From an optimization exercise on the open Yosys and OpenROAD flow, aimed at small area, a short achievable clock period and few clock cycles per item; shortcuts taken in it are not production practice. RTL that was checked went through simulation tests only; none was proved equivalent to the original. Only the layout flow was run in runs 1 to 3; the RTL was not checked for function there. Power and IR drop assume default switching activity.

### config.mk
export PLATFORM = sky130hd
export DESIGN_NAME = mem_ctrl_top
export DESIGN_NICKNAME = mem_ctrl_top
export VERILOG_FILES = /design/flow/design.v
export SDC_FILE = /design/flow/constraint.sdc
export NUM_CORES = 4
export LEC_CHECK = 0
export CAP_MARGIN = 20
export CORE_MARGIN = 2
export CORE_UTILIZATION = 40
export SETUP_SLACK_MARGIN = 1.8
export SLEW_MARGIN = 20
### constraint.sdc
create_clock -name core_clock -period 4.0 [get_ports {clk}]
set_input_delay 0.8000 -clock core_clock [delete_from_list [all_inputs] [get_ports {clk}]]
set_output_delay 0.8000 -clock core_clock [all_outputs]
set_load 0.01 [all_outputs]
### design.v
package mem_ctrl_pkg;
	localparam int AWID  = 32;        
	localparam int DWID  = 64;        
	localparam int TID_W = 4;         
	localparam int SEL_W = DWID / 8;  
	typedef enum logic [1:0] {
		FN_LOAD   = 2'd0,   
		FN_LOADZ  = 2'd1,   
		FN_STORE  = 2'd2,
		FN_SETSEG = 2'd3    
	} mem_func_e;
	typedef enum logic [1:0] {
		SZ_B = 2'd0,   
		SZ_W = 2'd1,   
		SZ_T = 2'd2,   
		SZ_O = 2'd3    
	} mem_size_e;
	typedef enum logic [7:0] {
		FLT_NONE = 8'h00,
		FLT_SGB  = 8'h31   
	} fault_e;
	typedef struct packed {
		logic [AWID-1:0] base;
		logic [AWID-1:0] limit;
	} seg_desc_t;
	typedef union packed {
		logic [DWID-1:0] sdat;
		seg_desc_t       desc;
	} req_payload_u;
	typedef struct packed {
		logic [TID_W-1:0] tid;
		mem_func_e        func;
		mem_size_e        size;
		logic [AWID-1:0]  adr;       
		req_payload_u     payload;
	} mem_req_t;
	typedef struct packed {
		logic [TID_W-1:0] tid;
		fault_e           cause;
		logic [DWID-1:0]  res;
		logic [AWID-1:0]  bad_addr;
	} mem_resp_t;
	typedef struct packed {
		logic             cyc;
		logic             stb;
		logic             we;
		logic [SEL_W-1:0] sel;
		logic [AWID-1:0]  adr;
		logic [DWID-1:0]  dat;
	} bus_req_t;
endpackage
`timescale 1ns/1ps
module load_align (
	input  logic [mem_ctrl_pkg::DWID-1:0] rdata_i,
	input  logic [2:0]                    lane_i,
	input  mem_ctrl_pkg::mem_size_e       size_i,
	input  logic                          zext_i,
	output logic [mem_ctrl_pkg::DWID-1:0] res_o
);
	logic [7:0]  b0;
	logic [7:0]  b1;
	logic [15:0] b23;
	logic        fill;
	assign b0  = rdata_i[{lane_i, 3'b000} +: 8];
	assign b1  = rdata_i[{lane_i[2:1], 4'b1000} +: 8];
	assign b23 = rdata_i[{lane_i[2], 5'b10000} +: 16];
	always_comb begin
		case (size_i)
		mem_ctrl_pkg::SZ_B: fill = b0[7] & ~zext_i;
		mem_ctrl_pkg::SZ_W: fill = b1[7] & ~zext_i;
		default:            fill = b23[15] & ~zext_i;
		endcase
		case (size_i)
		mem_ctrl_pkg::SZ_B: res_o = {{56{fill}}, b0};
		mem_ctrl_pkg::SZ_W: res_o = {{48{fill}}, b1, b0};
		mem_ctrl_pkg::SZ_T: res_o = {{32{fill}}, b23, b1, b0};
		default:            res_o = {rdata_i[63:32], b23, b1, b0};
		endcase
	end
endmodule
`timescale 1ns/1ps
module ks_add32 (
	input  logic [31:0] a_i,
	input  logic [31:0] b_i,
	output logic [31:0] s_o
);
	logic [5:0][31:0] g;
	logic [5:0][31:0] p;
	assign g[0] = a_i & b_i;
	assign p[0] = a_i ^ b_i;
	for (genvar l = 1; l < 6; l++) begin : g_lvl
		localparam int D = 1 << (l - 1);
		for (genvar i = 0; i < 32; i++) begin : g_bit
			if (i >= D) begin : g_op
				assign g[l][i] = g[l-1][i] | (p[l-1][i] & g[l-1][i-D]);
				assign p[l][i] = p[l-1][i] & p[l-1][i-D];
			end else begin : g_pass
				assign g[l][i] = g[l-1][i];
				assign p[l][i] = p[l-1][i];
			end
		end
	end
	assign s_o = p[0] ^ {g[5][30:0], 1'b0};
endmodule
module ks_gt32 (
	input  logic [31:0] a_i,
	input  logic [31:0] b_i,
	output logic        gt_o
);
	logic [5:0][31:0] g;
	logic [5:0][31:0] e;
	assign g[0] = a_i & ~b_i;
	assign e[0] = ~(a_i ^ b_i);
	for (genvar l = 1; l < 6; l++) begin : g_lvl
		localparam int D = 1 << (l - 1);
		for (genvar i = 0; i < 32; i++) begin : g_bit
			if (i >= D) begin : g_op
				assign g[l][i] = g[l-1][i] | (e[l-1][i] & g[l-1][i-D]);
				assign e[l][i] = e[l-1][i] & e[l-1][i-D];
			end else begin : g_pass
				assign g[l][i] = g[l-1][i];
				assign e[l][i] = e[l-1][i];
			end
		end
	end
	assign gt_o = g[5][31];
endmodule
`timescale 1ns/1ps
module mem_ctrl_top #(
	parameter int REQ_DEPTH  = 4,
	parameter int RESP_DEPTH = 4
) (
	input  logic                          clk,
	input  logic                          rst,
	input  mem_ctrl_pkg::mem_req_t        req_i,
	input  logic                          req_wr_i,
	output logic                          req_full_o,
	output mem_ctrl_pkg::mem_resp_t       resp_o,
	output logic                          resp_valid_o,
	input  logic                          resp_rd_i,
	output mem_ctrl_pkg::bus_req_t        bus_o,
	input  logic                          ack_i,
	input  logic [mem_ctrl_pkg::DWID-1:0] dat_i
);
	logic [31:0] seg_base;
	logic [31:0] seg_limit;
	logic        st_v;       
	logic        st_cyc;     
	logic        st_we;      
	logic        st_ld;      
	logic        st_zx;      
	logic        st_flt;     
	logic [1:0]  st_sz;
	logic [3:0]  st_tid;
	logic [31:0] st_adr;     
	logic [63:0] st_dat;     
	logic        r_v;
	logic        r_flt;
	logic [3:0]  r_tid;
	logic [63:0] r_dat;      
	logic rfree;
	logic leave;
	logic acc;
	logic ack;
	assign ack        = st_cyc & ack_i;
	assign rfree      = ~r_v | resp_rd_i;
	assign leave      = st_v & (~st_cyc | ack_i) & rfree;
	assign req_full_o = st_v & ~leave;
	assign acc        = req_wr_i & ~req_full_o;
	logic [1:0]  q_fn;
	logic [1:0]  q_sz;
	logic [31:0] q_adr;
	logic [63:0] q_pay;
	logic        q_set;
	logic        q_over;
	logic [31:0] q_reloc;
	logic [2:0]  q_lo;
	logic [63:0] q_rep;
	assign q_fn    = req_i.func;
	assign q_sz    = req_i.size;
	assign q_adr   = req_i.adr;
	assign q_pay   = req_i.payload;
	assign q_set   = (q_fn == mem_ctrl_pkg::FN_SETSEG);
	ks_gt32 u_over (
		.a_i  (q_adr),
		.b_i  (seg_limit),
		.gt_o (q_over)
	);
	ks_add32 u_reloc (
		.a_i (seg_base),
		.b_i (q_adr),
		.s_o (q_reloc)
	);
	always_comb begin
		case (q_sz)
		mem_ctrl_pkg::SZ_B: q_lo = 3'b000;
		mem_ctrl_pkg::SZ_W: q_lo = 3'b001;
		mem_ctrl_pkg::SZ_T: q_lo = 3'b011;
		default:            q_lo = 3'b111;
		endcase
	end
	always_comb begin
		for (int k = 0; k < 8; k++) begin
			case (q_sz)
			mem_ctrl_pkg::SZ_B: q_rep[8*k +: 8] = q_pay[7:0];
			mem_ctrl_pkg::SZ_W: q_rep[8*k +: 8] = q_pay[8*(k % 2) +: 8];
			mem_ctrl_pkg::SZ_T: q_rep[8*k +: 8] = q_pay[8*(k % 4) +: 8];
			default:            q_rep[8*k +: 8] = q_pay[8*k +: 8];
			endcase
		end
	end
	always_ff @(posedge clk) begin
		if (rst) begin
			seg_base  <= '0;
			seg_limit <= '1;
			st_v      <= 1'b0;
			st_cyc    <= 1'b0;
			r_v       <= 1'b0;
		end else begin
			if (acc && q_set)
				{seg_base, seg_limit} <= q_pay;
			if (acc) begin
				st_v   <= 1'b1;
				st_cyc <= ~q_set & ~q_over;
			end else begin
				if (leave)
					st_v <= 1'b0;
				if (ack_i)
					st_cyc <= 1'b0;
			end
			r_v <= leave | (r_v & ~resp_rd_i);
		end
	end
	always_ff @(posedge clk) begin
		if (acc) begin
			st_tid <= req_i.tid;
			st_sz  <= q_sz;
			st_we  <= (q_fn == mem_ctrl_pkg::FN_STORE);
			st_ld  <= ~q_fn[1] & ~q_over;
			st_zx  <= (q_fn == mem_ctrl_pkg::FN_LOADZ);
			st_flt <= ~q_set & q_over;
			st_adr <= q_over ? q_adr : {q_reloc[31:3], q_reloc[2:0] & ~q_lo};
			st_dat <= q_rep;
		end else if (ack) begin
			st_dat <= dat_i;
		end
	end
	logic [63:0] ld_res;
	load_align u_align (
		.rdata_i (st_cyc ? dat_i : st_dat),
		.lane_i  (st_adr[2:0]),
		.size_i  (mem_ctrl_pkg::mem_size_e'(st_sz)),
		.zext_i  (st_zx),
		.res_o   (ld_res)
	);
	always_ff @(posedge clk) begin
		if (leave) begin
			r_tid <= st_tid;
			r_flt <= st_flt;
			r_dat[63:32] <= st_ld ? ld_res[63:32] : '0;
			r_dat[31:0]  <= st_ld ? ld_res[31:0] : st_flt ? st_adr : '0;
		end
	end
	assign resp_valid_o    = r_v;
	assign resp_o.tid      = r_tid;
	assign resp_o.cause    = r_flt ? mem_ctrl_pkg::FLT_SGB : mem_ctrl_pkg::FLT_NONE;
	assign resp_o.res      = {r_dat[63:32], r_flt ? 32'h0 : r_dat[31:0]};
	assign resp_o.bad_addr = r_flt ? r_dat[31:0] : 32'h0;
	logic [7:0] sel;
	always_comb begin
		for (int k = 0; k < 8; k++)
			sel[k] = st_cyc & ((st_sz == 2'd3)
				| ((k[2] == st_adr[2]) & ((st_sz == 2'd2)
				| ((k[1] == st_adr[1]) & ((st_sz == 2'd1)
				| (k[0] == st_adr[0]))))));
	end
	assign bus_o.cyc = st_cyc;
	assign bus_o.stb = st_cyc;
	assign bus_o.we  = st_cyc & st_we;
	assign bus_o.sel = sel;
	assign bus_o.adr = st_adr;
	assign bus_o.dat = st_dat;
endmodule
### flow/run.sh
#!/bin/bash
# standard layout, with plain buf_1 cells as the port buffers instead of the
# default delay buffers, and adders left to abc instead of the adder cells;
# make's output goes to standard_make.log, each step's log to orfs/logs
set -euo pipefail
export BUFFER_PORTS_ARGS="-buffer_cell sky130_fd_sc_hd__buf_1"
bash standard.sh MATCH_CELL_FOOTPRINT=0 ADDER_MAP_FILE= finish > standard_make.log 2>&1
### standard.sh
#!/bin/bash
# synth_recipe.tcl (not shown) runs the flow's synth.tcl, then flattens the netlist and writes it again
# the make line also repeats each setting of config.mk as NAME=value (left out here)
make -C /OpenROAD-flow-scripts/flow DESIGN_CONFIG=/design/flow/config.mk WORK_HOME=/design/flow/orfs CLKGATE_MAP_FILE= SYNTH_SCRIPT=/design/flow/synth_recipe.tcl "${@:-finish}"
==> qor.json, run 1 <==
{
  "result_of_the_run": {"value": "finished clean"},
  "groute.usage.overall": {"value": 0.320},
  "syn_area": {"value": 15200, "unit": "um^2"},
  "grt_pass1_wl": {"value": 91100, "unit": "um"},
  "critical_path.max_fanout": {"value": 4},
  "die_height": {"value": 199, "unit": "um"},
  "cpMaxStageDelayCell": {"value": "sky130_fd_sc_hd__a2111oi_4"},
  "synth_seq_area_share": {"value": 0.435},
  "final.period_utilization": {"value": 0.728},
  "start_util": {"value": 0.405},
  "floorplan.die_area": {"value": 39500, "unit": "um^2"},
  "max_cap_violations": {"value": 0},
  "path_class": {"value": "in2reg"},
  "ys.warnings.count": {"value": 2},
  "avgViaCountPerCell": {"value": 5.71},
  "worst_clock_skew": {"value": 0.0174, "unit": "ns"},
  "placement.io_buffers": {"value": 384},
  "number_of_antenna_violations_at_the_first_check_in_global_routing": {"value": 17},
  "areaGrowthSynthToFinish": {"value": 39.0, "unit": "%"},
  "avgSynthCellArea": {"value": 9.66, "unit": "um^2"},
  "ctsLongestPathBuffers": {"value": 3},
  "worst_r2r_path_depth": {"value": 13},
  "remaining_antenna_violation_count_after_routing": {"value": 0},
  "detail_route.wirelength": {"value": 66300, "unit": "um"},
  "postSynthRegisterBits": {"value": 242},
  "cellLeakagePower": {"value": 7.98, "unit": "nW"},
  "rsz0062_at_grt": {"value": "true"},
  "yosysTopAreaCell": {"value": "sky130_fd_sc_hd__edfxtp_1"},
  "pin_count_of_the_biggest_net_entering_global_routing": {"value": 76},
  "die_w": {"value": 199, "unit": "um"},
  "post-place-cells": {"value": 2344},
  "timing.rr.end": {"value": "st_adr[24]"},
  "worst_setup_hold_path_clk_slew": {"value": 0.06, "unit": "ns"},
  "cp_top_family": {"value": "compound AO/OA/AOI/OAI gates"},
  "wl_per_cell": {"value": 26.3, "unit": "um"},
  "synth_top_area_frac": {"value": 0.346},
  "placement.cell_area": {"value": 17000, "unit": "um^2"},
  "p_total": {"value": 7.93, "unit": "mW"},
  "clk_root_buffer_cell": {"value": "sky130_fd_sc_hd__clkbuf_16"},
  "critical_path_depth_in_cells": {"value": 14},
  "drt-pass1-iter-count": {"value": 5},
  "cp-startpoint": {"value": "req_i[71]"},
  "post_synth_top_flop": {"value": "sky130_fd_sc_hd__edfxtp_1"},
  "overflow": {"value": 0},
  "cts_buffers": {"value": 30},
  "worst_setup_path_start_kind": {"value": "input pin"},
  "ys_async_sr_fraction": {"value": 0},
  "worst_setup_path_endpoint": {"value": "st_adr[27]"},
  "critical-path-max-stage-delay": {"value": 0.34, "unit": "ns"},
  "setup_slack_on_the_worst_flop_to_flop_path": {"value": 1.10, "unit": "ns"},
  "pwr_density_cell": {"value": 376, "unit": "nW/um^2"},
  "worst_ep_required_time": {"value": 4.31, "unit": "ns"},
  "finalMaxSlewViolations": {"value": 0},
  "post_route_cells_drive_above_1_share": {"value": 0.305},
  "cp_num_buf_inv": {"value": 3},
  "syn_inst": {"value": 1570},
  "globalplace.congestion": {"value": 0.932},
  "yosys-top-cells-area": {"value": "sky130_fd_sc_hd__edfxtp_1 (35%), sky130_fd_sc_hd__dfxtp_1 (8.8%), sky130_fd_sc_hd__mux4_2 (8.8%)"},
  "setup_viol": {"value": 0},
  "worst_hold_slack": {"value": 0.400, "unit": "ns"},
  "grt_pass1_vias": {"value": 13600},
  "vdd_drop_max": {"value": 0.292, "unit": "mV"},
  "post-route-drc-count": {"value": 0},
  "pin_count": {"value": 390},
  "worst_slew_margin_rel": {"value": 0.236},
  "dp_hpwl": {"value": 46600, "unit": "um"},
  "floorplan.core_area": {"value": 37500, "unit": "um^2"},
  "min_period": {"value": 2.91, "unit": "ns"},
  "nFillCells": {"value": 3408},
  "worstMarginPinSlew": {"value": 1.15, "unit": "ns"},
  "tns": {"value": 0, "unit": "ns"},
  "worstPathCellList": {"value": "buf_8, buf_6, xnor2_4, a2111oi_4, o2111ai_1, a32o_2, a21oi_4, nor2_4, a2111oi_4, buf_4, nor3_2, xor2_1, nor2_1, xor2_1"},
  "worst-endpoint-arrival": {"value": 3.22, "unit": "ns"},
  "fp-row-count": {"value": 71},
  "netlist-cell-type-count": {"value": 75},
  "vias": {"value": 14400},
  "initialDrtViolationCount": {"value": 1252},
  "cts_max_level": {"value": 1},
  "beginning_of_the_worst_register_to_register_path": {"value": "seg_base[15]"},
  "numClockSinks": {"value": 242},
  "final_nets": {"value": 2156},
  "cp-end-kind": {"value": "flop"},
  "clock_latency": {"value": 0.58, "unit": "ns"},
  "hold_class": {"value": "in2reg"},
  "cts_tree": {"value": "done"},
  "timing.fmax": {"value": 343, "unit": "MHz"},
  "number_of_enable_type_register_cells_in_the_synthesized_netlist": {"value": 175},
  "instances_no_fill": {"value": 2525},
  "stdcell_area": {"value": 21100, "unit": "um^2"},
  "final-hold-violation-count": {"value": 0}
}
-- how the worst min path moves through the flow --
stage	start	endpoint	slack [ns]	cells past startpoint
5_1_grt	req_i[103]	st_tid[3]	0.39	1
4_1_cts	req_i[101]	st_tid[1]	0.38	1
2_1_floorplan	st_tid[0]	r_tid[0]	0.40	0
3_5_place_dp	st_tid[3]	r_tid[3]	0.41	0
6_report	req_i[101]	st_tid[1]	0.40	1
3_3_place_gp	st_tid[1]	r_tid[1]	0.40	0
-- routing by layer --
metal | GRT usage | wire, um | vias to the layer above
li1 | - | - | 6390
met1 | 0.412 | 25700 | 7075
met2 | 0.528 | 31600 | 790
met5 | 0 | 130 | -
met3 | 0.0705 | 6390 | 147
met4 | 0.122 | 2500 | 20
-- power breakdown --
group / switching [mW] / internal [mW]
Sequential: 0.205 / 2.95
Clock: 1.13 / 1.56
Combinational: 1.16 / 0.917
Total: 2.50 / 5.43
-- cells by family (layout without fill, tap and decap cells) --
family / after synthesis / count (layout) / synth area share
buffers and inverters: 193 / 625 / 0.0608
muxes: 128 / 128 / 0.133
and+or+nand+nor: 596 / 597 / 0.180
DFF: 242 / 242 / 0.435
other: 1 / 12 / 0.000247
AOI/OAI and AO/OA: 295 / 295 / 0.121
adders and majority gates: 34 / 34 / 0.0229
xor gates and xnor gates: 81 / 81 / 0.0468
-- metrics by stage --
| stage | utilization | setup WS, ns |
|---|---|---|
| 6_report | 0.562 | 1.09 |
| 5_1_grt | 0.562 | 0.987 |
| 4_1_cts | 0.535 | 1.05 |
| 3_5_place_dp | 0.455 | 0.125 |
| 3_3_place_gp | 0.455 | 0.149 |
| 2_1_floorplan | - | 0.762 |
-- placed cells by master (no fill, tap or decap), types with 7 or more instances in the layout --
cell | netlist | final
sky130_fd_sc_hd__a22o_1 | 14 | 14
sky130_fd_sc_hd__a221oi_1 | 13 | 9
sky130_fd_sc_hd__buf_2 | 11 | 27
sky130_fd_sc_hd__xnor2_1 | 49 | 38
sky130_fd_sc_hd__nor2_2 | 2 | 17
sky130_fd_sc_hd__maj3_2 | 6 | 15
sky130_fd_sc_hd__dfxtp_1 | 67 | 54
sky130_fd_sc_hd__a21oi_1 | 105 | 60
sky130_fd_sc_hd__and2_1 | 48 | 13
sky130_fd_sc_hd__maj3_1 | 28 | 19
sky130_fd_sc_hd__nand3b_1 | 34 | 34
sky130_fd_sc_hd__inv_1 | 37 | 33
sky130_fd_sc_hd__buf_4 | 47 | 79
sky130_fd_sc_hd__buf_12 | 0 | 22
sky130_fd_sc_hd__o21ai_2 | 0 | 14
sky130_fd_sc_hd__clkinv_1 | 1 | 7
sky130_fd_sc_hd__clkbuf_2 | 0 | 7
sky130_fd_sc_hd__buf_1 | 13 | 285
sky130_fd_sc_hd__nor2_1 | 122 | 78
sky130_fd_sc_hd__mux2i_1 | 67 | 67
sky130_fd_sc_hd__o21ai_0 | 85 | 62
sky130_fd_sc_hd__nor2b_4 | 0 | 18
sky130_fd_sc_hd__xor2_1 | 32 | 32
sky130_fd_sc_hd__a21oi_2 | 0 | 40
sky130_fd_sc_hd__dfxtp_2 | 0 | 7
sky130_fd_sc_hd__nor2_4 | 1 | 31
sky130_fd_sc_hd__buf_6 | 1 | 79
sky130_fd_sc_hd__clkbuf_1 | 82 | 9
sky130_fd_sc_hd__and2_4 | 0 | 34
sky130_fd_sc_hd__mux4_2 | 59 | 59
sky130_fd_sc_hd__edfxtp_1 | 175 | 175
sky130_fd_sc_hd__o21ai_1 | 4 | 12
sky130_fd_sc_hd__nand2_1 | 301 | 291
sky130_fd_sc_hd__diode_2 | 0 | 7
sky130_fd_sc_hd__a31oi_1 | 9 | 8
sky130_fd_sc_hd__xnor2_2 | 0 | 10
sky130_fd_sc_hd__buf_8 | 0 | 9
sky130_fd_sc_hd__clkbuf_16 | 0 | 49
sky130_fd_sc_hd__nor2b_1 | 47 | 27
-- synth_stat cells, drive strengths merged (47+ instances only) --
cell,n
nor2,125
mux2i,67
mux4,59
nand2,301
buf,72
and2,48
o21ai,89
clkbuf,82
a21oi,106
edfxtp,175
nor2b,47
dfxtp,67
xnor2,49
-- sequential cells by signal, indices dropped and copies added (netlist names) --
name,flops
r_dat,64
st_dat,64
seg_base,32
seg_limit,32
st_adr,32
r_tid,4
st_tid,4
st_sz,2
r_flt,1
r_v,1
st_cyc,1
st_flt,1
st_ld,1
st_v,1
st_we,1
st_zx,1
-- worst reg2reg max path: stages (launching register included) --
cell                       delay, ns
sky130_fd_sc_hd__dfxtp_4        0.37
sky130_fd_sc_hd__a22oi_2        0.16
sky130_fd_sc_hd__o311a_1        0.22
sky130_fd_sc_hd__o221ai_2       0.13
sky130_fd_sc_hd__maj3_2         0.31
sky130_fd_sc_hd__maj3_2         0.36
sky130_fd_sc_hd__nor2_4         0.15
sky130_fd_sc_hd__buf_4          0.14
sky130_fd_sc_hd__buf_4          0.12
sky130_fd_sc_hd__o21ai_2        0.06
sky130_fd_sc_hd__maj3_2         0.32
sky130_fd_sc_hd__xnor2_1        0.12
sky130_fd_sc_hd__nor2_1         0.12
sky130_fd_sc_hd__xnor2_1        0.07
-- cell type report --
type | count | area, um^2 | share of cell area
multi-input combinational | 1140 | 8850 | 0.420
sequential | 242 | 6630 | 0.314
timing repair buffer | 530 | 3820 | 0.181
clock buffer | 41 | 823 | 0.0390
tap | 511 | 639 | 0.0303
inverter | 39 | 180 | 0.00855
clock inverter | 15 | 124 | 0.00588
antenna | 7 | 17.5 | 0.000831
-- what timing repair did --
item / CTS / global route
gates cloned: 19 / 7
gates resized for setup: 370 / 233
endpoints found under the setup margin: 285 / 289
setup buffers: 71 / 21
pin swaps: 84 / 47
hold buffers: 0 / 0
==> run 2: changes to the inputs <==
--- a/design.v
+++ b/design.v
@@ -231,8 +231,14 @@
 			r_v <= leave | (r_v & ~resp_rd_i);
 		end
 	end
+	logic st_load;
+	logic dat_hold;
+	logic dat_catch;
+	assign st_load   = ~req_full_o;
+	assign dat_hold  = (st_cyc & st_we & ~ack_i) | (st_v & ~st_cyc & ~rfree);
+	assign dat_catch = st_cyc & ~rfree;
 	always_ff @(posedge clk) begin
-		if (acc) begin
+		if (st_load) begin
 			st_tid <= req_i.tid;
 			st_sz  <= q_sz;
 			st_we  <= (q_fn == mem_ctrl_pkg::FN_STORE);
@@ -240,10 +246,9 @@
 			st_zx  <= (q_fn == mem_ctrl_pkg::FN_LOADZ);
 			st_flt <= ~q_set & q_over;
 			st_adr <= q_over ? q_adr : {q_reloc[31:3], q_reloc[2:0] & ~q_lo};
-			st_dat <= q_rep;
-		end else if (ack) begin
-			st_dat <= dat_i;
-		end
+		end
+		if (!dat_hold)
+			st_dat <= dat_catch ? dat_i : q_rep;
 	end
 	logic [63:0] ld_res;
 	load_align u_align (
@@ -254,7 +259,7 @@
 		.res_o   (ld_res)
 	);
 	always_ff @(posedge clk) begin
-		if (leave) begin
+		if (rfree) begin
 			r_tid <= st_tid;
 			r_flt <= st_flt;
 			r_dat[63:32] <= st_ld ? ld_res[63:32] : '0;
==> flow/run.sh (replaced) <==
#!/bin/bash
# standard layout, with plain buf_1 cells as the port buffers instead of the
# default delay buffers; each step's own log is kept by ORFS under orfs/logs
set -euo pipefail
export BUFFER_PORTS_ARGS="-buffer_cell sky130_fd_sc_hd__buf_1"
bash standard.sh MATCH_CELL_FOOTPRINT=0 finish > standard_make.log 2>&1
--- a/config.mk
+++ b/config.mk
@@ -8,5 +8,6 @@
 export CAP_MARGIN = 20
 export CORE_MARGIN = 2
 export CORE_UTILIZATION = 40
-export SETUP_SLACK_MARGIN = 1.8
+export SETUP_SLACK_MARGIN = 2.0
 export SLEW_MARGIN = 20
+export TNS_END_PERCENT = 0
==> run 2 against run 1 <==
Worst hold slack better by 0.0084 ns. Final cell count is 4.6% lower. Clock skew is 0.012 ns higher. Via count is 4.8% lower. Clock power is 7% higher. Non-clock buffer count is 91 lower. Largest power group unchanged. Count of clock-buffer cells in the layout is 5 lower. Power is 1.9% higher. Die area is 0.84% higher.
==> qor.json, run 2 <==
{
  "synth_top_area_frac": {"value": 0.343, "change": "-0.00295"},
  "syn_area": {"value": 15300, "unit": "um^2", "change": "+0.86%"},
  "max_cap_violations": {"value": 0, "change": "unchanged"},
  "grtUsageMet2": {"value": 0.495, "change": "-0.0327"},
  "tns": {"value": 0, "unit": "ns", "change": "unchanged"},
  "final.period_utilization": {"value": 0.737, "change": "+0.00863"},
  "share_of_power_burned_in_the_clock_network": {"value": 0.355, "change": "+0.015"},
  "netlist-cell-type-count": {"value": 68, "change": "-9.3%"},
  "most_common_cell_in_the_netlist": {"value": "sky130_fd_sc_hd__nand2_1"},
  "syn_inst": {"value": 1543, "change": "-1.7%"},
  "globalplace.congestion": {"value": 0.984, "change": "+5.6%"},
  "overflow": {"value": 0, "change": "unchanged"},
  "fp-row-count": {"value": 71, "change": "unchanged"},
  "ctsLongestPathBuffers": {"value": 3, "change": "unchanged"},
  "setup_viol": {"value": 0, "change": "unchanged"},
  "synth_seq_area_share": {"value": 0.431, "change": "-0.00370"},
  "cts_buffers": {"value": 28, "change": "-6.7%"},
  "holdBufCountCts": {"value": 0, "change": "unchanged"},
  "avgSynthCellArea": {"value": 9.92, "unit": "um^2", "change": "+2.6%"},
  "timing.fmax": {"value": 339, "unit": "MHz", "change": "-1.2%"},
  "reg_top3": {"value": "r_dat: 64 flops, st_dat: 64 flops"},
  "ys_async_sr_fraction": {"value": 0, "change": "unchanged"},
  "result_of_the_run": {"value": "finished clean"},
  "critical_path.max_fanout": {"value": 3, "change": "-1"},
  "pwr_density_cell": {"value": 440, "unit": "nW/um^2", "change": "+17%"},
  "areaGrowthSynthToFinish": {"value": 20.1, "unit": "%"},
  "die_height": {"value": 200, "unit": "um", "change": "+0.42%"},
  "wl_per_cell": {"value": 26.0, "unit": "um", "change": "-1.1%"},
  "floorplan.core_area": {"value": 37700, "unit": "um^2", "change": "+0.47%"},
  "pin_count": {"value": 390, "change": "unchanged"},
  "p_int": {"value": 5.53, "unit": "mW", "change": "+1.9%"},
  "final-hold-violation-count": {"value": 0, "change": "unchanged"},
  "worst_setup_path_start_kind": {"value": "flop"},
  "post_route_cells_drive_above_1_share": {"value": 0.107, "change": "-0.198"},
  "layout.cells.most_common": {"value": "sky130_fd_sc_hd__buf_1"},
  "nFillCells": {"value": 3663, "change": "+7.5%"},
  "groute.usage.overall": {"value": 0.309, "change": "-0.0116"},
  "initialDrtViolationCount": {"value": 1511, "change": "+21%"},
  "post_synth_top_flop": {"value": "sky130_fd_sc_hd__edfxtp_1"},
  "met1_layer_usage_reported_by_global_route": {"value": 0.421, "change": "+0.00944"},
  "grt_pass1_vias": {"value": 13100, "change": "-4.3%"},
  "vdd_drop_max": {"value": 0.315, "unit": "mV", "change": "+8.0%"},
  "remaining_antenna_violation_count_after_routing": {"value": 0, "change": "unchanged"},
  "path_class": {"value": "reg2reg"},
  "worst_clock_skew": {"value": 0.0290, "unit": "ns", "change": "+0.0116 ns"},
  "worstPathCellList": {"value": "ha_4, fa_2, a21o_1, a221o_1, a21oi_4, nor4_4, o2111ai_4, a21boi_2, o2111a_1, or3b_1"},
  "grt_pass1_wl": {"value": 88700, "unit": "um", "change": "-2.5%"},
  "worst-endpoint-arrival": {"value": 3.25, "unit": "ns", "change": "+0.03 ns"},
  "avgViaCountPerCell": {"value": 5.70, "change": "-0.27%"},
  "worst_setup_hold_path_clk_slew": {"value": 0.06, "unit": "ns", "change": "about the same"},
  "min_period": {"value": 2.95, "unit": "ns", "change": "+0.0345 ns"},
  "vias": {"value": 13700, "change": "-4.8%"},
  "hold_class": {"value": "in2reg"},
  "power.net_switching": {"value": 2.55, "unit": "mW", "change": "+1.8%"},
  "yosys-top-cells-area": {"value": "sky130_fd_sc_hd__edfxtp_1 (34%), sky130_fd_sc_hd__mux4_2 (8.8%), sky130_fd_sc_hd__dfxtp_1 (8.8%)"},
  "mostFrequentLayoutCells": {"value": "sky130_fd_sc_hd__buf_1 (381), sky130_fd_sc_hd__nand2_1 (300), sky130_fd_sc_hd__edfxtp_1 (175)"},
  "synth.top_cells.by_count": {"value": "sky130_fd_sc_hd__nand2_1 (300), sky130_fd_sc_hd__edfxtp_1 (175), sky130_fd_sc_hd__a21oi_1 (124), sky130_fd_sc_hd__o21ai_0 (98), sky130_fd_sc_hd__clkbuf_1 (76)"},
  "ys.warnings.count": {"value": 2, "change": "unchanged"},
  "rsz0062_at_grt": {"value": "true"},
  "sw_frac_of_total": {"value": 0.315, "change": "about the same"},
  "pin_count_of_the_biggest_net_entering_global_routing": {"value": 69, "change": "-9.2%"},
  "worstMarginPinSlew": {"value": 1.02, "unit": "ns", "change": "-0.123 ns"},
  "clock_latency": {"value": 0.58, "unit": "ns", "change": "about the same"},
  "clk_root_buffer_cell": {"value": "sky130_fd_sc_hd__clkbuf_16"},
  "floorplan.die_area": {"value": 39800, "unit": "um^2", "change": "+0.84%"},
  "critical-path-max-stage-delay": {"value": 0.40, "unit": "ns", "change": "+0.06 ns"},
  "worst_ep_required_time": {"value": 4.31, "unit": "ns", "change": "about the same"},
  "yosysTopAreaCell": {"value": "sky130_fd_sc_hd__edfxtp_1"},
  "detail_route.wirelength": {"value": 62600, "unit": "um", "change": "-5.6%"},
  "cts_max_level": {"value": 1, "change": "unchanged"},
  "final_nets": {"value": 2116, "change": "-1.9%"},
  "placement.cell_area": {"value": 17100, "unit": "um^2", "change": "+0.31%"},
  "cpMaxStageDelayCell": {"value": "sky130_fd_sc_hd__a221o_1"},
  "die_w": {"value": 200, "unit": "um", "change": "+0.42%"},
  "number_of_antenna_violations_at_the_first_check_in_global_routing": {"value": 7, "change": "-10"},
  "cp-end-kind": {"value": "flop"},
  "stdcell_area": {"value": 18400, "unit": "um^2", "change": "-13%"},
  "finalMaxSlewViolations": {"value": 0, "change": "unchanged"},
  "postSynthRegisterBits": {"value": 242, "change": "unchanged"},
  "grt_use_met3": {"value": 0.0560, "change": "-0.0145"},
  "most_used_layer_global_route": {"value": "met2"},
  "numClockSinks": {"value": 242, "change": "unchanged"},
  "post-route-drc-count": {"value": 0, "change": "unchanged"},
  "start_util": {"value": 0.406, "change": "+0.00155"},
  "number_of_enable_type_register_cells_in_the_synthesized_netlist": {"value": 175, "change": "unchanged"},
  "power.combinational.fraction": {"value": 0.238, "change": "-0.024"},
  "dp_hpwl": {"value": 49000, "unit": "um", "change": "+5.3%"},
  "drt-pass1-iter-count": {"value": 5, "change": "unchanged"},
  "placement.io_buffers": {"value": 384, "change": "unchanged"},
  "worst_slew_margin_rel": {"value": 0.312, "change": "+0.0756"},
  "cellLeakagePower": {"value": 7.36, "unit": "nW", "change": "-7.8%"},
  "seqPwrFrac": {"value": 0.407, "change": "+0.009"},
  "cts_tree": {"value": "done"}
}
run 2: cell count changes in the layout (fill, tap and decap cells not counted), moves of 32 or more:
cell                      change
sky130_fd_sc_hd__buf_1       +96
sky130_fd_sc_hd__buf_6       -78
sky130_fd_sc_hd__ha_1        +65
sky130_fd_sc_hd__a21oi_1     +58
sky130_fd_sc_hd__a21oi_2     -36
sky130_fd_sc_hd__and2_4      -34
sky130_fd_sc_hd__o21ai_0     +33
sky130_fd_sc_hd__buf_4       -32
sky130_fd_sc_hd__nor2_1      -32
run 2: area by class of cell:
| class | instances | area (um^2) | share of cell area |
|---|---|---|---|
| clock buffers | 36 | 833 | 0.0454 |
| repair buffers | 439 | 1950 | 0.106 |
| clock inverters | 16 | 205 | 0.0112 |
| multi-input cells | 1116 | 7950 | 0.433 |
| diodes | 2 | 5.00 | 0.000272 |
| inverters | 48 | 183 | 0.00994 |
| flip-flops and latches | 242 | 6600 | 0.359 |
| well taps | 511 | 639 | 0.0348 |
run 2: per-stage QoR:
step / power, mW / util / setup slack, ns / std cells / hold slack, ns
after global routing: 8.37 / 0.488 / 0.990 / 2408 / 0.393
final: 8.08 / 0.488 / 1.05 / 2410 / 0.408
after CTS: 8.08 / 0.486 / 1.11 / 2407 / 0.385
after global placement: 5.19 / 0.454 / 0.318 / 2343 / 0.401
after detailed placement: 5.20 / 0.454 / 0.302 / 2343 / 0.405
after floorplan: 4.39 / - / 0.699 / 1547 / 0.400
run 2: critical path: cells and delay by family (launching register included):
kind	cells	cell delay, ns
flops	1	0.35
compound gates	6	1.38
fa+ha+maj	2	0.52
simple gates	2	0.40
run 2: power by group through the flow:
stage | clock network (mW) | registers (mW) | logic (mW)
finish | 2.87 | 3.29 | 1.92
CTS | 2.89 | 3.29 | 1.91
global placement | 0 | 3.33 | 1.85
floorplan | 0 | 3.27 | 1.12
global route | 2.98 | 3.32 | 2.07
detailed placement | 0 | 3.34 | 1.86
run 2: timing repair:
action / 4_1_cts / 5_1_grt
gates cloned: 1 / 0
endpoints found under the setup margin: 439 / 454
resized for setup: 23 / 9
pin swaps: 12 / 10
setup buffers: 11 / 1
run 2: worst paths after layout:
check | start | to | slack, ns | depth (start not counted)
hold reg to reg | st_tid[3] | r_tid[3] | 0.42 | 0
setup reg to reg | seg_base[0] | st_adr[26] | 1.05 | 10
setup / recovery | seg_base[0] | st_adr[26] | 1.05 | 10
hold / removal | req_i[102] | st_tid[2] | 0.41 | 1
run 2: logic make-up after synthesis:
group	synth area share
multiplexers	0.126
AND/OR/NAND/NOR	0.164
XOR/XNOR	0.0137
adder cells (fa/ha/maj)	0.0561
AO/OA/AOI/OAI	0.151
buffers and inverters	0.0587
other	0.000245
flip-flops	0.431
run 2: routing by layer:
layer | routed length [um] | share of wire
met4 | 2070 | 0.033
met3 | 5660 | 0.090
met5 | 70 | 0.0011
met2 | 28800 | 0.46
met1 | 26100 | 0.42
==> run 3: changes to the inputs <==
--- a/config.mk
+++ b/config.mk
@@ -5,6 +5,7 @@
 export SDC_FILE = /design/flow/constraint.sdc
 export NUM_CORES = 4
 export LEC_CHECK = 0
+export ABC_AREA = 1
 export CAP_MARGIN = 20
 export CORE_MARGIN = 2
 export CORE_UTILIZATION = 40
==> run 3 against run 2 <==
Worst hold slack got worse by 0.023 ns. Clock skew decreased by 0.015 ns. Utilization down 0.95 points. Critical endpoint is now bus_o[96]. Global-route usage increased by 1.6 points. Highest routed layer is now met4. Critical path type is now reg2out. Via count rose by 21%. Still clean.
==> qor.json, run 3 <==
{
  "pin_count_of_the_biggest_net_entering_global_routing": {"value": 115, "change": "+67%"},
  "die_height": {"value": 205, "unit": "um", "change": "+2.8%"},
  "path_class": {"value": "reg2out"},
  "most_common_cell_in_the_netlist": {"value": "sky130_fd_sc_hd__nand2_1"},
  "timing.rr.end": {"value": "st_adr[13]"},
  "avgSynthCellArea": {"value": 7.27, "unit": "um^2", "change": "-27%"},
  "ys.warnings.count": {"value": 2, "change": "unchanged"},
  "min_period": {"value": 2.75, "unit": "ns", "change": "-0.202 ns"},
  "worst_ep_required_time": {"value": 3.20, "unit": "ns", "change": "-1.11 ns"},
  "nFillCells": {"value": 4213, "change": "+15%"},
  "holdPathEnd": {"value": "st_tid[0]"},
  "ys_async_sr_fraction": {"value": 0, "change": "unchanged"},
  "max_cap_violations": {"value": 0, "change": "unchanged"},
  "result_of_the_run": {"value": "finished clean"},
  "beginning_of_the_worst_register_to_register_path": {"value": "seg_limit[15]"},
  "power.combinational.fraction": {"value": 0.259, "change": "+0.021"},
  "rsz0062_at_grt": {"value": "true"},
  "remaining_antenna_violation_count_after_routing": {"value": 0, "change": "unchanged"},
  "worst_setup_hold_path_clk_slew": {"value": 0.07, "unit": "ns", "change": "about the same"},
  "grt_use_met3": {"value": 0.0589, "change": "+0.00288"},
  "syn_area": {"value": 16200, "unit": "um^2", "change": "+5.8%"},
  "postSynthRegisterBits": {"value": 242, "change": "unchanged"},
  "grt_pass1_wl": {"value": 99400, "unit": "um", "change": "+12%"},
  "final-hold-violation-count": {"value": 0, "change": "unchanged"},
  "pin_count": {"value": 390, "change": "unchanged"},
  "areaGrowthSynthToFinish": {"value": 17.6, "unit": "%"},
  "dp_hpwl": {"value": 54400, "unit": "um", "change": "+11%"},
  "post_synth_top_flop": {"value": "sky130_fd_sc_hd__edfxtp_1"},
  "start_util": {"value": 0.407, "change": "about the same"},
  "syn_inst": {"value": 2228, "change": "+44%"},
  "ctsLongestPathBuffers": {"value": 3, "change": "unchanged"},
  "synth.top_cells.by_count": {"value": "sky130_fd_sc_hd__nand2_1 (693), sky130_fd_sc_hd__inv_1 (266), sky130_fd_sc_hd__nor2_1 (206), sky130_fd_sc_hd__o21ai_0 (203), sky130_fd_sc_hd__edfxtp_1 (175)"},
  "worst-endpoint-arrival": {"value": 1.95, "unit": "ns", "change": "-1.30 ns"},
  "detail_route.wirelength": {"value": 70100, "unit": "um", "change": "+12%"},
  "initialDrtViolationCount": {"value": 2054, "change": "+36%"},
  "holdBufCountCts": {"value": 0, "change": "unchanged"},
  "fp-row-count": {"value": 73, "change": "+2.8%"},
  "overflow": {"value": 0, "change": "unchanged"},
  "numClockSinks": {"value": 242, "change": "unchanged"},
  "power.net_switching": {"value": 3.02, "unit": "mW", "change": "+19%"},
  "number_of_enable_type_register_cells_in_the_synthesized_netlist": {"value": 175, "change": "unchanged"},
  "placement.io_buffers": {"value": 384, "change": "unchanged"},
  "vias": {"value": 16700, "change": "+21%"},
  "wl_per_cell": {"value": 22.7, "unit": "um", "change": "-13%"},
  "final_nets": {"value": 2778, "change": "+31%"},
  "number_of_antenna_violations_at_the_first_check_in_global_routing": {"value": 2, "change": "-5"},
  "p_int": {"value": 5.48, "unit": "mW", "change": "-0.88%"},
  "worst_setup_path_start_kind": {"value": "flop"},
  "p_total": {"value": 8.50, "unit": "mW", "change": "+5.3%"},
  "floorplan.core_area": {"value": 39800, "unit": "um^2", "change": "+5.7%"},
  "tns": {"value": 0, "unit": "ns", "change": "unchanged"},
  "worst_clock_skew": {"value": 0.0143, "unit": "ns", "change": "-0.0147 ns"},
  "grtUsageMet2": {"value": 0.515, "change": "+0.0195"},
  "synth_top_area_frac": {"value": 0.325, "change": "-0.0189"},
  "whs_path_depth": {"value": 1, "change": "unchanged"},
  "post-place-cells": {"value": 3007, "change": "+28%"},
  "drt-pass1-iter-count": {"value": 8, "change": "+3"},
  "yosysTopAreaCell": {"value": "sky130_fd_sc_hd__edfxtp_1"},
  "vdd_drop_max": {"value": 0.391, "unit": "mV", "change": "+24%"},
  "hold_class": {"value": "in2reg"},
  "clock_latency": {"value": 0.60, "unit": "ns", "change": "+0.02 ns"},
  "worst_hold_slack": {"value": 0.386, "unit": "ns", "change": "-0.0225 ns"},
  "avgViaCountPerCell": {"value": 5.40, "change": "-5.1%"},
  "cts_buffers": {"value": 29, "change": "+3.6%"},
  "clk_root_buffer_cell": {"value": "sky130_fd_sc_hd__clkbuf_16"},
  "cellLeakagePower": {"value": 8.91, "unit": "nW", "change": "+21%"},
  "post_route_cells_drive_above_1_share": {"value": 0.0648, "change": "-0.0422"},
  "seqPwrFrac": {"value": 0.392, "change": "-0.015"},
  "setup_slack": {"value": 1.25, "unit": "ns", "change": "+0.202 ns"},
  "cts_tree": {"value": "done"},
  "met1_layer_usage_reported_by_global_route": {"value": 0.435, "change": "+0.0136"},
  "final.period_utilization": {"value": 0.686, "change": "-0.0504"},
  "floorplan.die_area": {"value": 42100, "unit": "um^2", "change": "+5.7%"},
  "finalMaxSlewViolations": {"value": 0, "change": "unchanged"},
  "cts_max_level": {"value": 1, "change": "unchanged"},
  "sw_frac_of_total": {"value": 0.355, "change": "+0.0400"},
  "share_of_power_burned_in_the_clock_network": {"value": 0.350, "change": "-0.005"},
  "placement_stage_worst_setup_slack": {"value": 0.779, "unit": "ns", "change": "+0.477 ns"},
  "globalplace.congestion": {"value": 0.996, "change": "+1.3%"},
  "mostFrequentLayoutCells": {"value": "sky130_fd_sc_hd__nand2_1 (691), sky130_fd_sc_hd__buf_1 (376), sky130_fd_sc_hd__inv_1 (263)"},
  "die_w": {"value": 205, "unit": "um", "change": "+2.8%"},
  "pwr_density_cell": {"value": 446, "unit": "nW/um^2", "change": "+1.5%"},
  "critical_path.max_fanout": {"value": 4, "change": "+1"},
  "most_used_layer_global_route": {"value": "met2"},
  "instances_no_fill": {"value": 3086, "change": "+28%"},
  "worst_r2r_path_depth": {"value": 11, "change": "+1"},
  "layout.cells.most_common": {"value": "sky130_fd_sc_hd__nand2_1"},
  "post-route-drc-count": {"value": 0, "change": "unchanged"},
  "worst_slew_margin_rel": {"value": 0.308, "change": "-0.00338"},
  "min-delay-start": {"value": "req_i[100]"},
  "timing.fmax": {"value": 364, "unit": "MHz", "change": "+7.4%"},
  "worstMarginPinSlew": {"value": 1.04, "unit": "ns", "change": "+0.0145 ns"},
  "yosys-top-cells-area": {"value": "sky130_fd_sc_hd__edfxtp_1 (32%), sky130_fd_sc_hd__nand2_1 (16%), sky130_fd_sc_hd__dfxtp_1 (8.3%)"},
  "synth_seq_area_share": {"value": 0.407, "change": "-0.0237"},
  "reg_top3": {"value": "r_dat: 64 flops, st_dat: 64 flops"},
  "netlist-cell-type-count": {"value": 50, "change": "-26%"},
  "setup_slack_on_the_worst_flop_to_flop_path": {"value": 1.46, "unit": "ns", "change": "+0.41 ns"},
  "groute.usage.overall": {"value": 0.325, "change": "+0.0158"},
  "setup_viol": {"value": 0, "change": "unchanged"},
  "cp-end-kind": {"value": "primary output"},
  "grt_pass1_vias": {"value": 15500, "change": "+19%"}
}
-- run 3: changes by cell type after synthesis, sizes merged, moves of 40 or more --
cell    previous run  this run
o21ai            101       206
nand2            300       698
mux2i             57         0
nor2b             43         0
inv               48       272
nor2              48       208
mux4              60         0
o211ai             3        68
nand3             20        81
buf               64       104
-- run 3: metal layers --
metal | share of wire | vias up
met3 | 0.093 | 157
met2 | 0.45 | 914
met4 | 0.050 | 0
li1 | - | 7852
met1 | 0.41 | 7755
met5 | 0 | -
-- run 3: worst max path at each step --
stage,from,endpoint,slack [ns],cells after the start
2_1_floorplan,st_cyc,st_dat[0],1.30,7
3_3_place_gp,req_i[82],st_adr[13],0.83,11
3_5_place_dp,req_i[82],st_adr[13],0.78,11
4_1_cts,st_sz[0],bus_o[96],1.32,7
5_1_grt,st_sz[1],bus_o[102],1.21,7
6_report,st_sz[1],bus_o[96],1.25,7
-- run 3: kinds of logic (layout without fill, tap and decap cells) --
logic type | count (synthesis) | in the layout | share of synthesized area
AND/OR/NAND/NOR | 1022 | 1022 | 0.250
AO/OA/AOI/OAI | 449 | 449 | 0.162
buffers and inverters | 429 | 757 | 0.118
flip-flops | 242 | 242 | 0.407
adder cells (fa/ha/maj) | 68 | 68 | 0.0530
XOR/XNOR | 16 | 16 | 0.00866
other | 1 | 6 | 0.000232
multiplexers | 1 | 1 | 0.000695
-- run 3: per-stage QoR --
stage	cell area, um^2	utilization
2_1_floorplan	16200	-
3_3_place_gp	17600	0.443
3_5_place_dp	17600	0.443
4_1_cts	19000	0.476
5_1_grt	19000	0.478
6_report	19000	0.478
-- run 3: power groups by stage --
stage          clock (mW)  combinational (mW)  sequential, mW
2_1_floorplan           0                1.26            3.30
3_5_place_dp            0                2.05            3.38
4_1_cts              2.98                2.15            3.32
3_3_place_gp            0                2.04            3.38
5_1_grt              3.08                2.40            3.34
6_report             2.97                2.20            3.33
-- run 3: final cells by class --
cell class | instances | area (um^2) | share of cell area
Multi-Input combinational cell | 1561 | 7800 | 0.410
Sequential cell | 242 | 6600 | 0.347
Timing Repair Buffer | 426 | 1860 | 0.0977
Inverter | 274 | 1050 | 0.0551
Clock buffer | 32 | 757 | 0.0397
Tap cell | 525 | 657 | 0.0345
Clock inverter | 22 | 297 | 0.0156
Timing Repair inverter | 3 | 22.5 | 0.00118
Antenna cell | 1 | 2.50 | 0.000131
-- run 3: critical path, stage by stage, from the launching register on --
cell,delay [ns]
sky130_fd_sc_hd__edfxtp_1,0.38
sky130_fd_sc_hd__buf_4,0.13
sky130_fd_sc_hd__buf_4,0.16
sky130_fd_sc_hd__nand2_1,0.17
sky130_fd_sc_hd__o21ai_2,0.13
sky130_fd_sc_hd__nand2_1,0.08
sky130_fd_sc_hd__a21oi_1,0.14
sky130_fd_sc_hd__buf_2,0.15
-- run 3: what timing repair did --
action	CTS	global route
cloned	5	0
endpoints found under the setup margin	502	412
setup buffers	16	3
pin swaps	2	4
gates resized for setup	31	23
==> run 4: changes to the inputs <==
--- a/design.v
+++ b/design.v
@@ -147,6 +147,7 @@
 	logic        st_v;       
 	logic        st_cyc;     
 	logic        st_we;      
+	logic [7:0]  st_sel;     
 	logic        st_ld;      
 	logic        st_zx;      
 	logic        st_flt;     
@@ -167,6 +168,12 @@
 	assign leave      = st_v & (~st_cyc | ack_i) & rfree;
 	assign req_full_o = st_v & ~leave;
 	assign acc        = req_wr_i & ~req_full_o;
+	logic st_load;
+	logic dat_hold;
+	logic dat_catch;
+	assign st_load   = ~req_full_o;
+	assign dat_hold  = (st_we & ~ack_i) | (st_v & ~st_cyc & ~rfree);
+	assign dat_catch = st_cyc & ~rfree;
 	logic [1:0]  q_fn;
 	logic [1:0]  q_sz;
 	logic [31:0] q_adr;
@@ -209,12 +216,26 @@
 			endcase
 		end
 	end
+	logic       q_bus;
+	logic [2:0] q_lane;
+	logic [7:0] q_sel;
+	assign q_bus  = req_wr_i & ~q_set & ~q_over;
+	assign q_lane = q_reloc[2:0] & ~q_lo;
+	always_comb begin
+		for (int k = 0; k < 8; k++)
+			q_sel[k] = q_bus & ((q_sz == 2'd3)
+				| ((k[2] == q_lane[2]) & ((q_sz == 2'd2)
+				| ((k[1] == q_lane[1]) & ((q_sz == 2'd1)
+				| (k[0] == q_lane[0]))))));
+	end
 	always_ff @(posedge clk) begin
 		if (rst) begin
 			seg_base  <= '0;
 			seg_limit <= '1;
 			st_v      <= 1'b0;
 			st_cyc    <= 1'b0;
+			st_we     <= 1'b0;
+			st_sel    <= '0;
 			r_v       <= 1'b0;
 		end else begin
 			if (acc && q_set)
@@ -228,24 +249,24 @@
 				if (ack_i)
 					st_cyc <= 1'b0;
 			end
+			if (st_load) begin
+				st_we  <= q_bus & (q_fn == mem_ctrl_pkg::FN_STORE);
+				st_sel <= q_sel;
+			end else if (ack_i) begin
+				st_we  <= 1'b0;
+				st_sel <= '0;
+			end
 			r_v <= leave | (r_v & ~resp_rd_i);
 		end
 	end
-	logic st_load;
-	logic dat_hold;
-	logic dat_catch;
-	assign st_load   = ~req_full_o;
-	assign dat_hold  = (st_cyc & st_we & ~ack_i) | (st_v & ~st_cyc & ~rfree);
-	assign dat_catch = st_cyc & ~rfree;
 	always_ff @(posedge clk) begin
 		if (st_load) begin
 			st_tid <= req_i.tid;
 			st_sz  <= q_sz;
-			st_we  <= (q_fn == mem_ctrl_pkg::FN_STORE);
 			st_ld  <= ~q_fn[1] & ~q_over;
 			st_zx  <= (q_fn == mem_ctrl_pkg::FN_LOADZ);
 			st_flt <= ~q_set & q_over;
-			st_adr <= q_over ? q_adr : {q_reloc[31:3], q_reloc[2:0] & ~q_lo};
+			st_adr <= q_over ? q_adr : {q_reloc[31:3], q_lane};
 		end
 		if (!dat_hold)
 			st_dat <= dat_catch ? dat_i : q_rep;
@@ -271,18 +292,10 @@
 	assign resp_o.cause    = r_flt ? mem_ctrl_pkg::FLT_SGB : mem_ctrl_pkg::FLT_NONE;
 	assign resp_o.res      = {r_dat[63:32], r_flt ? 32'h0 : r_dat[31:0]};
 	assign resp_o.bad_addr = r_flt ? r_dat[31:0] : 32'h0;
-	logic [7:0] sel;
-	always_comb begin
-		for (int k = 0; k < 8; k++)
-			sel[k] = st_cyc & ((st_sz == 2'd3)
-				| ((k[2] == st_adr[2]) & ((st_sz == 2'd2)
-				| ((k[1] == st_adr[1]) & ((st_sz == 2'd1)
-				| (k[0] == st_adr[0]))))));
-	end
 	assign bus_o.cyc = st_cyc;
 	assign bus_o.stb = st_cyc;
-	assign bus_o.we  = st_cyc & st_we;
-	assign bus_o.sel = sel;
+	assign bus_o.we  = st_we;
+	assign bus_o.sel = st_sel;
 	assign bus_o.adr = st_adr;
 	assign bus_o.dat = st_dat;
 endmodule
--- a/config.mk
+++ b/config.mk
@@ -5,7 +5,6 @@
 export SDC_FILE = /design/flow/constraint.sdc
 export NUM_CORES = 4
 export LEC_CHECK = 0
-export ABC_AREA = 1
 export CAP_MARGIN = 20
 export CORE_MARGIN = 2
 export CORE_UTILIZATION = 40
==> run 4 against run 3 <==
Critical endpoint is now st_adr[23]. Sequential share of layout area rose by 1.1 points. First-iteration DRC count fell by 19%. Non-clock buffer count grew 14.
==> qor.json, run 4 <==
{
  "floorplan.core_area": {"value": 38600, "unit": "um^2", "change": "-3.2%"},
  "avgViaCountPerCell": {"value": 5.74, "change": "+6.2%"},
  "dp_hpwl": {"value": 47600, "unit": "um", "change": "-12%"},
  "setup_viol": {"value": 0, "change": "unchanged"},
  "vias": {"value": 13800, "change": "-17%"},
  "die_w": {"value": 202, "unit": "um", "change": "-1.8%"},
  "max_cap_violations": {"value": 0, "change": "unchanged"},
  "detail_route.wirelength": {"value": 61600, "unit": "um", "change": "-12%"},
  "synth.top_cells.by_count": {"value": "sky130_fd_sc_hd__nand2_1 (185), sky130_fd_sc_hd__edfxtp_1 (174), sky130_fd_sc_hd__a21oi_1 (147), sky130_fd_sc_hd__nor2_1 (96), sky130_fd_sc_hd__dfxtp_1 (76)"},
  "p_total": {"value": 7.89, "unit": "mW", "change": "-7.2%"},
  "start_util": {"value": 0.405, "change": "-0.00187"},
  "path_class": {"value": "in2reg"},
  "setup_slack_on_the_worst_flop_to_flop_path": {"value": 1.22, "unit": "ns", "change": "-0.24 ns"},
  "adder_cell_share_of_the_synthesized_area": {"value": 0.0558, "change": "+0.00280"},
  "avgSynthCellArea": {"value": 10.3, "unit": "um^2", "change": "+41%"},
  "final.period_utilization": {"value": 0.698, "change": "+0.0121"},
  "min-delay-start": {"value": "req_i[100]"},
  "nFillCells": {"value": 3701, "change": "-12%"},
  "cp_top_family": {"value": "compound AO/OA/AOI/OAI gates"},
  "floorplan.die_area": {"value": 40600, "unit": "um^2", "change": "-3.6%"},
  "synth_mux_area_frac": {"value": 0.143, "change": "+0.142"},
  "grt_pass1_wl": {"value": 87900, "unit": "um", "change": "-12%"},
  "wl_per_cell": {"value": 25.6, "unit": "um", "change": "+13%"},
  "rsz0062_at_grt": {"value": "true"},
  "syn_area": {"value": 15600, "unit": "um^2", "change": "-3.6%"},
  "clk_root_buffer_cell": {"value": "sky130_fd_sc_hd__clkbuf_16"},
  "final-hold-violation-count": {"value": 0, "change": "unchanged"},
  "placement_stage_worst_setup_slack": {"value": 0.282, "unit": "ns", "change": "-0.496 ns"},
  "yosysTopAreaCell": {"value": "sky130_fd_sc_hd__edfxtp_1"},
  "areaGrowthSynthToFinish": {"value": 20.9, "unit": "%"},
  "finalMaxSlewViolations": {"value": 0, "change": "unchanged"},
  "post_synth_top_flop": {"value": "sky130_fd_sc_hd__edfxtp_1"},
  "worst_ep_required_time": {"value": 4.32, "unit": "ns", "change": "+1.12 ns"},
  "postSynthRegisterBits": {"value": 250, "change": "+3.3%"},
  "worst_hold_slack": {"value": 0.403, "unit": "ns", "change": "+0.0171 ns"},
  "worstPathCellList": {"value": "buf_4, ha_4, a21o_1, a21o_1, a221o_1, or3_4, o21ai_4, buf_12, buf_12, buf_8, mux2_4"},
  "worst_setup_hold_path_clk_slew": {"value": 0.06, "unit": "ns", "change": "about the same"},
  "final_nets": {"value": 2097, "change": "-25%"},
  "result_of_the_run": {"value": "finished clean"},
  "synth_seq_area_share": {"value": 0.432, "change": "+0.0249"},
  "clock_latency": {"value": 0.58, "unit": "ns", "change": "-0.02 ns"},
  "globalplace.congestion": {"value": 0.936, "change": "-6.1%"},
  "worst_setup_path_start_kind": {"value": "input pin"},
  "beginning_of_the_worst_register_to_register_path": {"value": "seg_limit[29]"},
  "critical-path-max-stage-delay": {"value": 0.41, "unit": "ns", "change": "+0.03 ns"},
  "synth_top_area_frac": {"value": 0.335, "change": "+0.0103"},
  "placement.io_buffers": {"value": 384, "change": "unchanged"},
  "cp-end-kind": {"value": "flop"},
  "cpMaxStageDelayCell": {"value": "sky130_fd_sc_hd__or3_4"},
  "worst_clock_skew": {"value": 0.0203, "unit": "ns", "change": "+0.00601 ns"},
  "drt-pass1-iter-count": {"value": 8, "change": "unchanged"},
  "multi_input_comb_area": {"value": 8290, "unit": "um^2", "change": "+6.2%"},
  "wirelength_met1": {"value": 25000, "unit": "um", "change": "-12%"},
  "met2WireLength": {"value": 28600, "unit": "um", "change": "-9.5%"},
  "cts_tree": {"value": "done"},
  "number_of_enable_type_register_cells_in_the_synthesized_netlist": {"value": 174, "change": "-0.57%"},
  "tns": {"value": 0, "unit": "ns", "change": "unchanged"},
  "numClockSinks": {"value": 250, "change": "+3.3%"},
  "yosys-top-cells-area": {"value": "sky130_fd_sc_hd__edfxtp_1 (33%), sky130_fd_sc_hd__dfxtp_1 (9.8%), sky130_fd_sc_hd__mux4_2 (8.7%)"},
  "worst-endpoint-arrival": {"value": 3.11, "unit": "ns", "change": "+1.16 ns"},
  "hold_class": {"value": "in2reg"},
  "timing.fmax": {"value": 358, "unit": "MHz", "change": "-1.7%"},
  "netlist-cell-type-count": {"value": 66, "change": "+32%"},
  "holdBufCountCts": {"value": 0, "change": "unchanged"},
  "routed-wl-met3": {"value": 5360, "unit": "um", "change": "-17%"},
  "post-route-drc-count": {"value": 0, "change": "unchanged"},
  "grt_pass1_vias": {"value": 13100, "change": "-16%"},
  "synthSimpleGateAreaFrac": {"value": 0.133, "change": "-0.118"},
  "ys_async_sr_fraction": {"value": 0, "change": "unchanged"},
  "vdd_drop_max": {"value": 0.356, "unit": "mV", "change": "-9.0%"},
  "number_of_antenna_violations_at_the_first_check_in_global_routing": {"value": 8, "change": "+6"},
  "dr.max_layer_used": {"value": "met5"},
  "reg_top3": {"value": "r_dat: 64 flops, st_dat: 64 flops"},
  "ctsLongestPathBuffers": {"value": 3, "change": "unchanged"},
  "syn_inst": {"value": 1521, "change": "-32%"},
  "remaining_antenna_violation_count_after_routing": {"value": 0, "change": "unchanged"},
  "cts_buffers": {"value": 30, "change": "+3.4%"},
  "cp-startpoint": {"value": "req_i[93]"},
  "synthesized_area_fraction_occupied_by_ao_oa_aoi_and_oai_cells": {"value": 0.159, "change": "-0.00337"},
  "main_combinational_cell_family_by_area_after_synthesis": {"value": "compound AO/OA/AOI/OAI gates"},
  "layout.cells.most_common": {"value": "sky130_fd_sc_hd__buf_1"},
  "initialDrtViolationCount": {"value": 1665, "change": "-19%"},
  "ys.warnings.count": {"value": 2, "change": "unchanged"},
  "mostFrequentLayoutCells": {"value": "sky130_fd_sc_hd__buf_1 (370), sky130_fd_sc_hd__nand2_1 (182), sky130_fd_sc_hd__edfxtp_1 (174)"},
  "most_common_cell_in_the_netlist": {"value": "sky130_fd_sc_hd__nand2_1"},
  "cellLeakagePower": {"value": 7.31, "unit": "nW", "change": "-18%"},
  "cts_max_level": {"value": 1, "change": "unchanged"},
  "xor_xnor_share_of_the_synthesized_area": {"value": 0.0140, "change": "+0.00538"},
  "sequential_cell_area": {"value": 6750, "unit": "um^2", "change": "+2.3%"},
  "worstMarginPinSlew": {"value": 1.11, "unit": "ns", "change": "+0.0699 ns"},
  "fp-row-count": {"value": 72, "change": "-1.4%"},
  "min_period": {"value": 2.79, "unit": "ns", "change": "+0.0485 ns"},
  "pwr_density_cell": {"value": 418, "unit": "nW/um^2", "change": "-6.4%"},
  "pin_count_of_the_biggest_net_entering_global_routing": {"value": 71, "change": "-38%"},
  "cp_num_buf_inv": {"value": 4, "change": "+1"},
  "groute.usage.overall": {"value": 0.293, "change": "-0.0312"},
  "overflow": {"value": 0, "change": "unchanged"},
  "pin_count": {"value": 390, "change": "unchanged"},
  "die_height": {"value": 202, "unit": "um", "change": "-1.8%"},
  "post_route_cells_drive_above_1_share": {"value": 0.144, "change": "+0.0788"},
  "setup_slack": {"value": 1.21, "unit": "ns", "change": "-0.0486 ns"},
  "critical_path.max_fanout": {"value": 6, "change": "+2"},
  "worst_slew_margin_rel": {"value": 0.262, "change": "-0.0466"}
}
==> run 4: cell types whose count changed after synthesis, sizes merged, moves of 32 or more <==
cell    delta
nand3     -58
nand2    -513
mux4      +60
nor2b     +42
inv      -211
mux2i     +61
a22o      +32
o211ai    -63
o21ai    -131
nor2     -112
==> run 4: area by class of cell <==
cell class                 instances  area share
multi-input combinational       1072       0.439
sequential                       250       0.358
timing repair buffer             440       0.104
clock buffer                      47      0.0469
tap                              518      0.0344
inverter                          61      0.0123
clock inverter                     9     0.00385
antenna                            7    0.000928
==> run 4: report_power, final <==
part	leakage, nW	internal [mW]	switching, mW
clock	0.473	1.57	1.12
sequential	2.53	3.11	0.249
combinational	4.31	0.753	1.09
==> run 4: repair_timing <==
| action | in CTS | in global routing |
|---|---|---|
| pin swaps | 13 | 17 |
| setup buffers | 9 | 12 |
| cloned | 1 | 0 |
| setup endpoints to repair | 298 | 409 |
| hold endpoints to repair | 0 | 0 |
| resized for setup | 46 | 42 |
==> run 4: stage by stage <==
stage / instance area [um^2] / utilization / std cells
global route: 18900 / 0.489 / 2401
finish: 18900 / 0.489 / 2404
CTS: 18600 / 0.483 / 2385
global placement: 17300 / 0.450 / 2319
floorplan: 15700 / - / 1525
detailed placement: 17300 / 0.450 / 2319
==> run 4: kinds of logic after synthesis <==
| family | after synthesis |
|---|---|
| XOR/XNOR | 25 |
| multiplexers | 145 |
| AO/OA/AOI/OAI | 385 |
| flip-flops | 250 |
| buffers and inverters | 203 |
| adder cells (fa/ha/maj) | 69 |
| AND/OR/NAND/NOR | 443 |
| other | 1 |
==> run 4: final timing paths <==
path / endpoint / cells past startpoint
hold / removal: st_tid[0] / 1
setup reg to reg: st_adr[23] / 11
setup / recovery: st_adr[23] / 11
hold reg to reg: r_tid[3] / 0
==> run 4: per-layer routing <==
| layer | vias to the layer above | global-route usage |
|---|---|---|
| met5 | - | 0 |
| met4 | 4 | 0.124 |
| met3 | 127 | 0.0499 |
| met2 | 769 | 0.475 |
| met1 | 6688 | 0.389 |
| li1 | 6213 | - |
Testbench counts of run 4, summed over its fixed seeds: cycles 10,823, items 3,200.
==> run 5: changes to the inputs <==
--- a/config.mk
+++ b/config.mk
@@ -5,6 +5,7 @@
 export SDC_FILE = /design/flow/constraint.sdc
 export NUM_CORES = 4
 export LEC_CHECK = 0
+export ABC_AREA = 1
 export CAP_MARGIN = 20
 export CORE_MARGIN = 2
 export CORE_UTILIZATION = 40
==> run 5 against run 4 <==
Still clean. Sequential share of layout area decreased by 1.3 points. Power up 7.5%. Synthesized cell count up 44%. Non-clock buffer count is 1 higher. Count of clock-buffer cells in the layout decreased by 7. Register-to-register slack better by 0.48 ns. Fmax increased by 19%. Sequential power is 1% higher. Global-route usage up 3.3 points. Setup slack improved by 0.46 ns. Critical path type is now reg2out.
==> qor.json, run 5 <==
{
  "main_combinational_cell_family_by_area_after_synthesis": {"value": "simple AND/OR/NAND/NOR gates"},
  "syn_area": {"value": 16400, "unit": "um^2", "change": "+5.1%"},
  "p_total": {"value": 8.48, "unit": "mW", "change": "+7.5%"},
  "mostFrequentLayoutCells": {"value": "sky130_fd_sc_hd__nand2_1 (596), sky130_fd_sc_hd__buf_1 (349), sky130_fd_sc_hd__inv_1 (242)"},
  "post_synth_top_flop": {"value": "sky130_fd_sc_hd__edfxtp_1"},
  "setup_slack_on_the_worst_flop_to_flop_path": {"value": 1.70, "unit": "ns", "change": "+0.48 ns"},
  "initialDrtViolationCount": {"value": 1759, "change": "+5.6%"},
  "wl_per_cell": {"value": 23.6, "unit": "um", "change": "-7.9%"},
  "post-place-cells": {"value": 2973, "change": "+28%"},
  "ys.warnings.count": {"value": 2, "change": "unchanged"},
  "post-route-drc-count": {"value": 0, "change": "unchanged"},
  "remaining_antenna_violation_count_after_routing": {"value": 0, "change": "unchanged"},
  "whs_path_depth": {"value": 1, "change": "unchanged"},
  "result_of_the_run": {"value": "finished clean"},
  "xor_xnor_share_of_the_synthesized_area": {"value": 0.00801, "change": "-0.00602"},
  "rsz0062_at_grt": {"value": "true"},
  "hold_class": {"value": "in2reg"},
  "yosys-top-cells-area": {"value": "sky130_fd_sc_hd__edfxtp_1 (32%), sky130_fd_sc_hd__nand2_1 (14%), sky130_fd_sc_hd__dfxtp_1 (9.3%)"},
  "min-delay-start": {"value": "req_i[102]"},
  "synth.top_cells.by_count": {"value": "sky130_fd_sc_hd__nand2_1 (609), sky130_fd_sc_hd__inv_1 (247), sky130_fd_sc_hd__o21ai_0 (211), sky130_fd_sc_hd__nor2_1 (200), sky130_fd_sc_hd__edfxtp_1 (174)"},
  "adder_cell_share_of_the_synthesized_area": {"value": 0.0531, "change": "-0.00270"},
  "placement.io_buffers": {"value": 384, "change": "unchanged"},
  "floorplan.core_area": {"value": 40600, "unit": "um^2", "change": "+5.4%"},
  "cellLeakagePower": {"value": 8.98, "unit": "nW", "change": "+23%"},
  "avgSynthCellArea": {"value": 7.48, "unit": "um^2", "change": "-27%"},
  "cts_buffers": {"value": 29, "change": "-3.3%"},
  "placement.cell_area": {"value": 17800, "unit": "um^2", "change": "+2.8%"},
  "netlist-cell-type-count": {"value": 54, "change": "-18%"},
  "worst-endpoint-arrival": {"value": 1.54, "unit": "ns", "change": "-1.57 ns"},
  "overflow": {"value": 0, "change": "unchanged"},
  "pin_count": {"value": 390, "change": "unchanged"},
  "layout.cells.most_common": {"value": "sky130_fd_sc_hd__nand2_1"},
  "cp_num_buf_inv": {"value": 3, "change": "-1"},
  "sequential_cell_area": {"value": 6750, "unit": "um^2", "change": "about the same"}
}
==> run 5: layout make-up <==
| type | count | area share |
|---|---|---|
| well taps | 532 | 0.0340 |
| multi-input cells | 1534 | 0.412 |
| repair buffers | 441 | 0.107 |
| clock buffers | 40 | 0.0441 |
| inverters | 255 | 0.0513 |
| diodes | 6 | 0.000767 |
| clock inverters | 14 | 0.00633 |
| repair inverters | 1 | 0.000256 |
| flip-flops and latches | 250 | 0.345 |
==> run 5: worst max path at each step <==
stage | start | to | slack [ns] | cells past startpoint
2_1_floorplan | resp_rd_i | st_dat[0] | 1.25 | 4
3_5_place_dp | req_i[65] | st_adr[17] | 0.55 | 16
5_1_grt | req_i[79] | st_adr[26] | 1.60 | 12
6_report | r_flt | resp_o[56] | 1.66 | 4
3_3_place_gp | req_i[65] | st_adr[17] | 0.60 | 16
4_1_cts | r_flt | resp_o[1] | 1.65 | 5
==> run 5: per-stage QoR <==
| stage | utilization | hold slack [ns] | setup WS, ns |
|---|---|---|---|
| after global routing | 0.481 | 0.403 | 1.60 |
| after global placement | 0.438 | 0.401 | 0.597 |
| final | 0.482 | 0.405 | 1.66 |
| after CTS | 0.474 | 0.385 | 1.65 |
| after floorplan | - | 0.400 | 1.25 |
| after detailed placement | 0.438 | 0.405 | 0.553 |
==> run 5: cells by family after synthesis <==
| family | count (synthesis) |
|---|---|
| AOI/OAI and AO/OA | 474 |
| adders and majority gates | 69 |
| DFF | 250 |
| muxes | 3 |
| and+or+nand+nor | 965 |
| other | 1 |
| xor gates and xnor gates | 15 |
| buffers and inverters | 414 |
==> run 5: layer usage <==
metal | routed length [um] | up-vias
li1 | - | 7861
met1 | 30800 | 7930
met2 | 32900 | 783
met3 | 5770 | 132
met4 | 2950 | 8
met5 | 44 | -
==> run 5: repair_timing <==
item / CTS / global route
setup endpoints to repair: 412 / 389
hold endpoints to repair: 0 / 0
setup buffers: 20 / 10
cloned: 8 / 2
resized for setup: 82 / 64
pin swaps: 4 / 6
==> run 5: where the power goes <==
part / internal (mW) / leakage (nW) / switching (mW)
clock: 1.63 / 0.490 / 1.14
combinational: 0.706 / 5.95 / 1.60
sequential: 3.15 / 2.54 / 0.247

Check on run 5: ideal ports give 1.662 ns setup slack; a clkbuf_16 on the clock port and buf_2 on the inputs give 1.607 ns; moving port delays by the midpoint clock arrival (0.621 ns) as well gives 1.083 ns.
